From an optimization exercise on the open Yosys and OpenROAD flow, aimed at small area, a short achievable clock period and few clock cycles; shortcuts taken in it are not production practice. Function was checked by simulation only, so behaviour that the tests miss may differ from the original. Power figures rest on the tool's default switching activity, not on a simulated workload.

==> flow/design.v (excerpt) <==
module axiApbBridgeTop (
  input  logic         pclk,
  input  logic         preset_n,
  input  logic [31:0]  ar_addr,
  input  logic [7:0]   ar_id,
  input  logic [7:0]   ar_len,
  input  logic [1:0]   ar_burst,
  input  logic [2:0]   ar_prot,
  input  logic         ar_valid,
  output logic         ar_ready,
  input  logic [31:0]  aw_addr,
  input  logic [7:0]   aw_id,
  input  logic [7:0]   aw_len,
  input  logic [1:0]   aw_burst,
  input  logic [2:0]   aw_prot,
  input  logic         aw_valid,
  output logic         aw_ready,
  input  logic [31:0]  w_data,
  input  logic [3:0]   w_strb,
  input  logic         w_valid,
  output logic         w_ready,
  output logic [31:0]  r_data,
  output logic [1:0]   r_resp,
  output logic [7:0]   r_id,
  output logic         r_last,
  output logic         r_valid,
  input  logic         r_ready,
  output logic [1:0]   b_resp,
  output logic [7:0]   b_id,
  output logic         b_valid,
  input  logic         b_ready,
  output logic [31:0]  paddr,
  output logic [31:0]  pwdata,
  output logic [3:0]   pstrb,
  output logic [2:0]   pprot,
  output logic         pwrite,
  output logic [3:0]   psel,
  output logic         penable,
  input  logic [3:0]   pready,
  input  logic [127:0] prdata,
  input  logic [3:0]   pslverr
);
For scale: about 550 cells after synthesis, roughly 71 flip-flops, roughly 420 I/O pins, about 4800 um2 of cells after synthesis.
==> flow/config.mk <==
export PLATFORM = sky130hd
export DESIGN_NAME = axiApbBridgeTop
export DESIGN_NICKNAME = axiApbBridgeTop
export VERILOG_FILES = /design/flow/design.v
export SDC_FILE = /design/flow/constraint.sdc
export NUM_CORES = 4
export LEC_CHECK = 0
export CAP_MARGIN = 20
export CORE_AREA = 2.5 2.5 142.5 142.5
export DIE_AREA = 0 0 145 145
export PLACE_DENSITY = 0.6
export SETUP_SLACK_MARGIN = 2.4
export SLEW_MARGIN = 20
export SYNTH_HIERARCHICAL = 1
export SYNTH_MINIMUM_KEEP_SIZE = 0
==> flow/constraint.sdc <==
create_clock -name core_clock -period 5.0 [get_ports {pclk}]
set_input_delay 1.0000 -clock core_clock [delete_from_list [all_inputs] [get_ports {pclk}]]
set_output_delay 1.0000 -clock core_clock [all_outputs]
set_load 0.01 [all_outputs]
standard.sh (not shown) runs the stock make flow with config.mk's settings and CLKGATE_MAP_FILE= SYNTH_SCRIPT=/design/flow/synth_recipe.tcl, a recipe that flattens the netlist after the stock synthesis.
==> flow/flow/run.sh <==
#!/bin/bash
# Standard layout; port buffers of the smallest plain buffer; smaller clock tree.
export BUFFER_PORTS_ARGS="-buffer_cell sky130_fd_sc_hd__buf_1"
export CTS_ARGS="-sink_clustering_enable -repair_clock_nets -dont_use_dummy_load -buf_list sky130_fd_sc_hd__clkbuf_8 -sink_clustering_size 40 -sink_clustering_max_diameter 150"
bash standard.sh > standard.log 2>&1
Testbench counts at the start, summed over its fixed seeds: cycles 10,238.
Change:
--- a/flow/design.v
+++ b/flow/design.v
@@ -515,25 +515,18 @@
   logic        setup;
   logic [1:0]  beatResp;
   logic        rdAvail;
   logic        wrAvail;
   logic        free;
   logic        start;
   logic        pickW;
   logic [31:0] rdSel;
   logic [3:0]  sWA;
-  logic        rdSel1;
-  logic [4:0]  awBits;
-  logic [4:0]  arBits;
-  logic [4:0]  xAw;
-  logic [4:0]  xAr;
-  logic [4:0]  cmdBits;
-  logic [1:0]  cmdLow;
   logic [3:0]  sAn;
   logic [3:0]  sW;
   logic [3:0]  sR;
   logic [3:0]  xW;
   logic [3:0]  xR;
   logic [3:0]  xP;
   logic        actN;
   logic        wrN;
   logic        accN;
@@ -637,30 +630,21 @@
   assign sAn = ~(oh & {4{fA}});
   assign sW  = oh & {4{fW}};
   assign sR  = oh & {4{fR}};
   for (genvar k = 0; k < 4; k++) begin : g_psel
     nand2Gate wGate_i (.a(sW[k]), .b(w_valid), .y(xW[k]));
     nand2Gate rGate_i (.a(sR[k]), .b(r_ready), .y(xR[k]));
     nand3Gate sGate_i (.a(sAn[k]), .b(xW[k]), .c(xR[k]), .y(psel[k]));
   end
   assign penable = acc;
-  assign paddr   = {18'd0, oh[3] | oh[2], oh[3] | oh[1], curAddr, cmdLow};
+  assign paddr   = {18'd0, oh[3] | oh[2], oh[3] | oh[1], curAddr, wr ? aw_addr[1:0] : ar_addr[1:0]};
   assign pwrite  = wr;
-  for (genvar k = 0; k < 5; k++) begin : g_cmd
-    nand2Gate awGate_i (.a(wr), .b(awBits[k]), .y(xAw[k]));
-    nand2Gate arGate_i (.a(rdSel1), .b(arBits[k]), .y(xAr[k]));
-    nand2Gate oGate_i (.a(xAw[k]), .b(xAr[k]), .y(cmdBits[k]));
-  end
-  assign rdSel1  = ~wr;
-  assign awBits  = {aw_prot, aw_addr[1:0]};
-  assign arBits  = {ar_prot, ar_addr[1:0]};
-  assign pprot   = cmdBits[4:2];
-  assign cmdLow  = cmdBits[1:0];
+  assign pprot   = wr ? aw_prot : ar_prot;
   assign pwdata  = w_data;
   assign pstrb   = w_strb & {4{wr}};
   assign sWA     = oh & {4{fWA}};
   for (genvar k = 0; k < 3; k++) begin : g_wready
     nand2Gate pGate_i (.a(sWA[k]), .b(pready[k]), .y(xP[k]));
   end
   a21oiGate pGate3_i (.a1(sWA[3]), .a2(pready[3]), .b1(fDW), .y(xP[3]));
   nand4Gate wGate_i (.a(xP[0]), .b(xP[1]), .c(xP[2]), .d(xP[3]), .y(w_ready));
   assign r_valid  = rv;
Outcome:
- final cell count came out higher by a few percent
- total power came out higher slightly
- worst hold slack is worse by 0.010 ns
- worst setup slack is worse by 0.013 ns
- wire length came out higher by a few percent
- register-to-register slack is better by 0.02 ns
- synthesized area does not change
- utilization stays flat
- clock-buffer cell count stays the same
- synthesized cell count came out higher by a few percent
- final area barely changes
- clock power barely changes
Testbench counts after the change, summed over its fixed seeds: cycles 10,238.

==> static timing again, ports no longer ideal <==
The flow's constraints put no driver on any port. The routed layouts listed below were extracted and timed again, unchanged, in two steps. Step 1: set_driving_cell puts a clkbuf_16 on pclk and a buf_2 on each other input, an assumption about the parent block. Step 2 also shifts input and output timing later by t, the mid clock arrival at the registers, as if the neighbouring blocks saw the same clock. Slacks: no drivers / after step 1 / after step 2; pairs: no drivers / after step 1.
run	t, ns	setup slack, ns	worst slew at a driven data input, ns	pins driven straight from the clock port
the first run	0.380	2.486 / 2.456 / 2.125	0.10	1
the second run	0.390	2.472 / 2.395 / 2.070	0.11	1
After both steps setup and hold are still met in every run listed. The setup slack of the second run, which loses most, moves by -0.077 ns with the drivers and by -0.402 ns with both steps.
